Source: an optimization exercise on an open RTL-to-GDS flow (aim: small area, a short achievable clock period and few clock cycles). Production flows keep margins and buffers that such runs may drop. Only simulation tests tie the RTL to the original design; equivalence was not proved. Power is estimated from default activity; no workload was simulated.

Design gap_fc_top, start of the top module:
module gap_fc_top (
    input  logic              clk,
    input  logic              rst_n,
    input  logic              start,
    input  logic [15:0]       pix_count,
    input  logic [15:0]       fm_base,
    output logic              busy,
    output logic              done,
    output logic              fm_rd_en,
    output logic [15:0]       fm_rd_addr,
    input  logic signed [7:0] fm_rd_data,
    input  logic              param_wr_en,
    input  logic [1:0]        param_wr_sel,
    input  logic [7:0]        param_wr_addr,
    input  logic [31:0]       param_wr_data,
    output logic              res_valid,
    output logic [1:0]        res_idx,
    output logic signed [7:0] res_data
);
Size: roughly 940 flip-flops, roughly 120 I/O pins, about 44,000 sq um of cells after synthesis.
==> flow/config.mk <==
export PLATFORM = sky130hd
export DESIGN_NAME = gap_fc_top
export DESIGN_NICKNAME = gap_fc_top
export VERILOG_FILES = /design/flow/design.v
export SDC_FILE = /design/flow/constraint.sdc
export NUM_CORES = 4
export LEC_CHECK = 0
export CAP_MARGIN = 50
export CORE_MARGIN = 2
export CORE_UTILIZATION = 60
export CTS_CLUSTER_DIAMETER = 100
export CTS_CLUSTER_SIZE = 30
export PLACE_DENSITY = 0.72
export SLEW_MARGIN = 70
==> flow/constraint.sdc <==
create_clock -name core_clock -period 15.0 [get_ports {clk}]
set_input_delay 3.0000 -clock core_clock [delete_from_list [all_inputs] [get_ports {clk}]]
set_output_delay 3.0000 -clock core_clock [all_outputs]
set_load 0.01 [all_outputs]
standard.sh (not shown) runs the stock make flow with config.mk's settings and CLKGATE_MAP_FILE= SYNTH_SCRIPT=/design/flow/synth_recipe.tcl, a recipe that flattens the netlist after the stock synthesis.
==> flow/flow/run.sh <==
#!/bin/bash
# The standard layout (the standard.sh: ORFS synthesis through finish), with two knobs
# changed: ports are buffered with buf_4 instead of the cell buffer_ports picks by default, and
# repair_timing aims for a setup slack of 10.6 ns at the design's 15 ns clock.
# Each run's full output goes to flow_make.log in the work folder.
set -euo pipefail
bash standard.sh SETUP_SLACK_MARGIN=10.6 "BUFFER_PORTS_ARGS=-buffer_cell sky130_fd_sc_hd__buf_4" finish > flow_make.log 2>&1
Testbench counts at the start, summed over its fixed seeds: cycles 25,268.
==> next run, changes <==
Settings changed: CORE_UTILIZATION 60 to 40, CTS_CLUSTER_DIAMETER 100 to default, CTS_CLUSTER_SIZE 30 to default, PLACE_DENSITY 0.72 to default.
Die area grows by about 50%.
Maximum frequency grows by 0.40%.
Total power grows by about 12%.
Design area grows by about 6%.
Hold slack loses 0.026 ns.


gap_fc_top again, from the RTL that the note above started with.
export LEC_CHECK = 0
export CAP_MARGIN = 50
export CORE_MARGIN = 2
export CORE_UTILIZATION = 40
export CTS_CLUSTER_DIAMETER = 100
export CTS_CLUSTER_SIZE = 26
export SLEW_MARGIN = 70
create_clock -name core_clock -period 15.0 [get_ports {clk}]
Scripts as last shown in full above: flow/flow/run.sh
The starting point finished clean.
Testbench counts at the start, summed over its fixed seeds: cycles 25,268.
Then changed:
--- a/flow/config.mk
+++ b/flow/config.mk
@@ -7,7 +7,5 @@
 export LEC_CHECK = 0
-export CAP_MARGIN = 50
+export CAP_MARGIN = 70
 export CORE_MARGIN = 2
 export CORE_UTILIZATION = 40
-export CTS_CLUSTER_DIAMETER = 100
-export CTS_CLUSTER_SIZE = 26
-export SLEW_MARGIN = 70
+export SLEW_MARGIN = 85
Outcome: Final cell count increases by about a fifth; wire length increases by about a fifth; sequential power barely changes; clock-buffer cell count increases by 69; flip-flop and latch count is unchanged.
Then changed:
--- a/flow/config.mk
+++ b/flow/config.mk
@@ -7,5 +7,7 @@
 export LEC_CHECK = 0
-export CAP_MARGIN = 70
+export CAP_MARGIN = 50
 export CORE_MARGIN = 2
 export CORE_UTILIZATION = 40
-export SLEW_MARGIN = 85
+export CTS_CLUSTER_DIAMETER = 150
+export CTS_CLUSTER_SIZE = 30
+export SLEW_MARGIN = 70
Result: Sequential share of layout area went up by 11 points. Wire length went down by 16%. Design area went down by 21%. Setup slack improved by 1200 ps. Critical path depth went down by 35. Final cell count went down by 15%. Sequential power hardly moves. Total power went down by 27%.


main:
Another version of the RTL of gap_fc_top (not shown whole).
For scale: about 120 I/O pins, ~43000 µm² of cells after synthesis.
clock: 15.0 ns
lec_check: 0
cap_margin: 25
core_margin: 2
core_utilization: 40
cts_cluster_diameter: 120
cts_cluster_size: 22
slew_margin: 30
Scripts as last shown in full above: flow/flow/run.sh
main ran to completion and came out clean on the timing, DRC and antenna checks.
Testbench counts of main, summed over its fixed seeds: cycles 25,244.
--- input diff main..the feature branch ---
Settings: SLEW_MARGIN: 30 -> 40; CAP_MARGIN: 25 -> 30.
==> comparison <==
Against main, detail-routed net length per standard cell in the feature branch rose slightly. Compared with main, in the feature branch share of the final layout cell area in sequential cells now smaller, worst setup margin went up 22 ps, multi-input gate area in the final layout higher, relative contribution of sequential cells to total power decreased 0.6 points.

-- static timing again, ports no longer ideal --
Ports are ideal in the flow. The routed layouts listed here were re-timed in OpenROAD. Step 1: set_driving_cell puts a clkbuf_16 on clk and a buf_2 on each other input, an assumption about the parent block. Step 2 times the ports against the registers' clock, not the clock port: input delays grow and output delays shrink by t, the midpoint of the rising clock arrivals with the driver on. Slacks: ideal / step 1 / step 2; pairs: ideal / step 1.
| run | shift t [ns] | setup WS [ns] | worst setup path after step 2 | latest minus earliest clock arrival (ns) | pins driven straight from the clock port |
|---|---|---|---|---|---|
| the first run of note 1 | 0.678 | 10.623 / 10.577 / 9.987 | input to register | 0.038 / 0.037 | 1 |
| the second run of note 1 | 0.744 | 10.640 / 10.577 / 9.939 | input to register | 0.071 / 0.071 | 1 |
| the first run of note 2 | 0.738 | 10.616 / 10.569 / 9.920 | input to register | 0.079 / 0.079 | 1 |
| the second run of note 2 | 0.750 | 9.361 / 9.361 / 9.203 | input to register | 0.059 / 0.059 | 1 |
| the third run of note 2 | 0.720 | 10.609 / 10.597 / 9.932 | input to register | 0.062 / 0.063 | 1 |
| main | 0.690 | 10.565 / 10.612 / 9.922 | input to register | 0.053 / 0.053 | 1 |
| the feature branch | 0.682 | 10.587 / 10.616 / 9.934 | input to register | 0.061 / 0.061 | 1 |
After both steps setup and hold are still met in every run listed. For the second run of note 1, which loses most, drivers alone change the setup slack by -0.063 ns; drivers and shift together by -0.701 ns.
